Context: an optimization exercise on an open-source flow, tuned for small area and a short achievable clock period. The choices shown serve that exercise and are no tape-out recipe. Where RTL was checked, it was by simulation tests only, not by an equivalence proof against the original. Function not checked in run 2: the RTL went through the layout flow alone. Power figures rest on the tool's default switching activity, not on a simulated workload.

## flow/design.v (module list and top-level ports; edited modules follow where they fit)
// module efi_fa: 10 lines
// module efi_bsel: 10 lines
// module efi_bseln: 10 lines
// module efi_dot_product_accum: 2347 lines
// module efi_dot_product_accum_top: 27 lines
module efi_dot_product_accum_top (
   input  logic         clk0,
   input  logic         aclr0,
   input  logic         ena,
   input  logic         in_valid,
   input  logic         in_first,
   input  logic         in_last,
   input  logic [63:0]  ax,
   input  logic [63:0]  ay,
   output logic         out_valid,
   output logic [47:0]  result,
   output logic         out_overflow
);
  // ...
==> flow/flow/run.sh <==
#!/bin/bash
# The standard layout (the standard.sh, unchanged synthesis), with the
# port buffers that placement inserts made plain buf_1 cells instead of the
# delay buffers buffer_ports picks by default.
set -euo pipefail
export BUFFER_PORTS_ARGS="-buffer_cell sky130_fd_sc_hd__buf_1"
bash standard.sh > standard.log 2>&1
==> flow/standard.sh <==
#!/bin/bash
# synth_recipe.tcl (not shown) runs the flow's synth.tcl, then flattens the netlist and writes it again
# the make line also repeats each setting of config.mk as NAME=value (left out here)
make -C /OpenROAD-flow-scripts/flow DESIGN_CONFIG=/design/flow/config.mk WORK_HOME=/design/flow/orfs CLKGATE_MAP_FILE= SYNTH_SCRIPT=/design/flow/synth_recipe.tcl "${@:-finish}"
==> flow/config.mk <==
export PLATFORM = sky130hd
export DESIGN_NAME = efi_dot_product_accum_top
export DESIGN_NICKNAME = efi_dot_product_accum_top
export VERILOG_FILES = /design/flow/design.v
export SDC_FILE = /design/flow/constraint.sdc
export NUM_CORES = 4
export LEC_CHECK = 0
export ABC_AREA = 1
export CAP_MARGIN = 20
export CORE_MARGIN = 2
export CORE_UTILIZATION = 40
export CTS_BUF_LIST = sky130_fd_sc_hd__clkbuf_8
export CTS_CLUSTER_DIAMETER = 100
export CTS_CLUSTER_SIZE = 14
export SETUP_SLACK_MARGIN = 3.85
export SLEW_MARGIN = 20
export SYNTH_HIERARCHICAL = 1
==> flow/constraint.sdc <==
create_clock -name core_clock -period 7.5 [get_ports {clk0}]
set_input_delay 1.5000 -clock core_clock [delete_from_list [all_inputs] [get_ports {clk0}]]
set_output_delay 1.5000 -clock core_clock [all_outputs]
set_load 0.01 [all_outputs]
==> flow_summary.yaml, run 1 <==
cts:
  cts_resized: 1
  numCtsBuffers: 48
  cts_tree: "yes"
run_status:
  outcome: "timing/DRC/antenna clean"
sta:
  fin_ws_ns: 4.032
  period_share: 0.4624
  slew_headroom: 0.2373
  final.setup.tns_ns: 0
  hold_viol: 0
critical_path:
  crit_end: "u_core.r1[91]"
  start_kind: "register"
  r2r_cells: 5
yosys:
  syn-num-nets: 4428
  synth_most_common_cell: "xor2_1"
  yosysWarnings: 8
cells_and_area:
  nMultiInputCombCells: 2485
  ff_latch_area_um2: 16770
  num-nonclk-inverters: 259
  reg_top3: "u_core.r1 x197, u_core.r2 x65, u_core.axn_s0 x64"
  design.seq.count: 569
  fillers: 9931
place:
  pre_cts_ws_ns: 3.547
  dp.cells: 4934
detailed_routing:
  viasPerCell: 5.682
  remaining_drc_errors: 0
pwr:
  p_switching_uw: 9938
  p_sw_frac: 0.4422
  pg_comb_uw: 13700
==> run 2, diff against run 1 <==
--- a/flow/design.v
+++ b/flow/design.v
@@ -79,21 +79,28 @@
             y1 = ay[16*l + 2*j];
             y0 = (j == 0) ? 1'b0 : ay[16*l + 2*j - 1];
             bonen_d[8*l + j] = ~(y1 ^ y0);
             btwon_d[8*l + j] = ~((y2 & ~y1 & ~y0) | (~y2 & y1 & y0));
             bneg_d[8*l + j]  = y2;
          end
       end
    end
-   always_ff @(posedge clk0) if (ena) begin
-      axn_s0   <= ~ax;
-      bonen_s0 <= bonen_d;
-      btwon_s0 <= btwon_d;
-      bneg_s0  <= bneg_d;
+   always_ff @(posedge clk0 or posedge aclr0) begin
+      if (aclr0) begin
+         axn_s0   <= '1;
+         bonen_s0 <= '1;
+         btwon_s0 <= '1;
+         bneg_s0  <= '0;
+      end else if (ena) begin
+         axn_s0   <= ~ax;
+         bonen_s0 <= bonen_d;
+         btwon_s0 <= btwon_d;
+         bneg_s0  <= bneg_d;
+      end
    end
    logic [2:0] sb [0:3];    
    always_ff @(posedge clk0 or posedge aclr0) begin
       if (aclr0) begin
          sb[0] <= 3'b000;
          sb[1] <= 3'b000;
          sb[2] <= 3'b000;
          sb[3] <= 3'b000;
==> flow/flow/run.sh (replaced) <==
#!/bin/bash
# The standard layout (the standard.sh, unchanged synthesis), with the
# port buffers that placement inserts made plain buf_2 cells instead of the
# delay buffers buffer_ports picks by default.
set -euo pipefail
export BUFFER_PORTS_ARGS="-buffer_cell sky130_fd_sc_hd__buf_2"
bash standard.sh > standard.log 2>&1
==> run 2 against run 1 <==
Compared with the run above:
- power rose by 4.5%
- clock skew rose by 0.048 ns
- final cell count is 5.7% higher
- utilization hardly changed
- first-iteration DRC count is 6.6% lower
- maximum frequency down 3.4%
- setup slack worse by 0.12 ns
- final area rose by 1.5%
==> flow_summary.yaml, run 2 <==
floorplan:
  start_util: 0.4017
  rows: 121
  fp.dieW_um: 334.0
  core_area_um2: 108400
  io_pins: 184
  die_area_um2: 111500
  chipHeight_um: 334.0
critical_path:
  start_kind: "register"
  worst-setup-path-type: "reg2reg"
  cp.required_ns: 7.97
  slowest_delay_ns: 1.02
  timing.critical_path.mode_cell: "fa_1"
  crit_fanout: 18
  reg2reg_slack_ns: 3.91
  arrival_ns: 4.06
  path_buf_inv: 1
  critical-path-top-delay-family: "adder cells"
  cp-end-kind: "register"
  path_cells: "inv_1 > xor2_1 > fa_1 > fa_1 > fa_1"
  slowest_stage: "dfrtp_1"
yosys:
  synth_edf_count: 344
  seq_area_frac_synth: 0.3702
  synth_area_leaders: "fa_1 25%, edfxtp_1 24%, xor2_1 11%"
  yosys_most_used_dff: "edfxtp_1"
  avgSynthCellArea_um2: 10.99
  yosysWarnings: 8
  synth_commonest_cells: "561 x xor2_1, 533 x fa_1, 481 x nand2_1"
  synth_top_cell_area_share: 0.2450
  ys_ff_latch: 569
  yosys.area.top_type: "fa_1"
  netlist_instances: 3962
  synth_cell_types: 42
  async_flop_share: 0.3954
  synth_most_common_cell: "xor2_1"
  syn-num-nets: 4738
  synth_area_um2: 43550
cts:
  clk_path_buf_depth: 3
  root_buffer: "clkbuf_8"
  cts.sinks: 569
  numCtsBuffers: 50
  cts_resized: 0
  clock_insertion_delay_worst_skew_ns: 0.81
  holdBufCountCts: 0
  postCtsSetupRepairBufs: 0
  clk_pin_slew_ns: 0.09
  cts_tree: "yes"
  cts_htree_levels: 2
place:
  port_buffers: 183
  gp_congestion: 0.9504
  dp_hpwl_um: 97500
grt:
  antenna_found_initial: 1
  overflow: 0
  grtUsageMet1: 0.3361
  use_met2: 0.3441
  grt_pass1_vias: 29817
  use_met3: 0.06390
  grt.total_usage: 0.2312
  grt_pass1_wl_um: 195500
  busiest_layer: "met2"
  grt_max_degree: 149
min_path:
  hold_class: "reg2reg"
detailed_routing:
  wl_per_cell_um: 24.42
  remaining_drc_errors: 0
  dr_total_vias: 30146
  final_antenna_net_count: 0
  viasPerCell: 5.683
  firstDrtPassIters: 6
  wirelength_um: 129500
  drtIter0Drc: 3336
sta:
  fin_worst_skew_ns: 0.08916
  final.setup.tns_ns: 0
  period_share: 0.4787
  period_needed_ns: 3.590
  max_freq_mhz: 278.5
  finalSetupViolations: 0
  maxSlewViolCount: 0
  slew_headroom: 0.2195
  hold_viol: 0
  tightestPinTransition_ns: 1.171
  rsz0062_at_grt: "false"
cells_and_area:
  final_common_cell: "xor2_1"
  largest-register: "u_core.r1"
  area_delta_synth_final_pct: 5.453
  multi_input_area_um2: 25060
  fin_util: 0.4237
  fillers: 10243
  largest_reg_flops: 197
  most-common-layout-cells: "561 x xor2_1, 533 x fa_1, 481 x nand2_1"
  fin_nets: 4623
  ff_latch_area_um2: 16130
  reg_top3: "u_core.r1 x197, u_core.r2 x65, u_core.axn_s0 x64"
  drive_gt1_frac: 0.1152
pwr:
  p_leak_uw: 0.01891
  p_per_area_nw_per_um2: 511.5
  vdd_ir_drop_max_mv: 0.2278
run_status:
  outcome: "timing/DRC/antenna clean"
run:
  max-cap-violations: 0
## run 2: path summary, 6_finish.rpt
path,startpoint,to,cells after the start
hold reg to reg,u_core.r1[196],u_core.r2[64],0
max in group asynchronous,aclr0,u_core.bneg_s0[0],4
setup / recovery,u_core.bneg_s0[8],u_core.r1[101],5
min in group asynchronous,aclr0,u_core.sb[3][1],2
hold / removal,u_core.r1[196],u_core.r2[64],0
setup reg to reg,u_core.bneg_s0[8],u_core.r1[101],5
## run 2: kinds of logic (layout without fill, tap and decap cells)
kind of cell | Yosys count | count (layout) | share of synthesized area
xor+xnor | 581 | 581 | 0.1177
fa+ha+maj | 642 | 642 | 0.2763
compound gates | 791 | 791 | 0.1085
other cells | 0 | 2 | 0
buf+inv | 614 | 541 | 0.05459
simple gates | 765 | 765 | 0.07263
flops | 569 | 569 | 0.3702
## run 2: final cells by class
| cell class | count | share of cell area |
|---|---|---|
| sequential | 569 | 0.3512 |
| multi-input combinational | 2779 | 0.5456 |
| tap | 1414 | 0.03852 |
| timing repair buffer | 208 | 0.02460 |
| inverter | 239 | 0.01978 |
| antenna | 2 | 0.0001090 |
| clock inverter | 42 | 0.004632 |
| clock buffer | 52 | 0.01558 |
## run 2: per-layer routing
layer	vias to the layer above	routed length, µm
li1	13044	-
met1	15158	55790
met2	1701	55920
met3	243	14810
met4	0	3026
met5	-	0
## run 2: report_power, final
part	internal (µW)	switching, µW	total [µW]
Sequential	6120	1160	7280
Clock	667	1180	1850
Combinational	6230	8130	14400
## run 2: metrics by stage
| stage | power (µW) | instances | area [µm²] | hold WS, ns | worst slack, ns |
|---|---|---|---|---|---|
| global route | 25540 | 5304 | 45920 | 0.4411 | 3.858 |
| detailed placement | 21500 | 5209 | 44980 | 0.4054 | 3.378 |
| floorplan | 15940 | 3962 | 43550 | 0.4003 | 3.168 |
| CTS | 23350 | 5303 | 45910 | 0.4331 | 3.954 |
| global placement | 21040 | 5209 | 44980 | 0.4024 | 3.416 |
| finish | 23490 | 5305 | 45920 | 0.4271 | 3.910 |
## run 2: modules after synthesis (local to each module, per instance), a selection
module                 flip-flops and latches  cells  cell area, µm²  times used
efi_dot_product_accum                     569   3451           33320           1
efi_fa                                      0      1           20.02         511

## port drivers added, routing unchanged
In the flow no input, the clock included, has a driving cell. The finished layouts below were timed again as built, in two steps. Step 1 (the two cells are an assumption about what drives the block):
set clk [get_ports {clk0}]
set_driving_cell -lib_cell sky130_fd_sc_hd__clkbuf_16 $clk
set_driving_cell -lib_cell sky130_fd_sc_hd__buf_2 [delete_from_list [all_inputs] $clk]
Step 2 moves the port delays by t, midway between the first and last clock arrival at a register: inputs arrive t later, outputs are due t later. That takes back most of the time a late clock gives input paths. Three values: no drivers, after step 1, after step 2; two values: the first two.
| run | t, ns | setup slack, ns | worst slew at a driven data input, ns |
|---|---|---|---|
| run 1 | 0.803 | 4.032 / 4.032 / 3.558 | 0.05 |
| run 2 | 0.835 | 3.910 / 3.910 / 3.292 | 0.08 |
After both steps setup and hold are still met in every run listed. For run 2, which loses most, drivers alone change the setup slack by 0.000 ns; drivers and shift together by -0.618 ns.
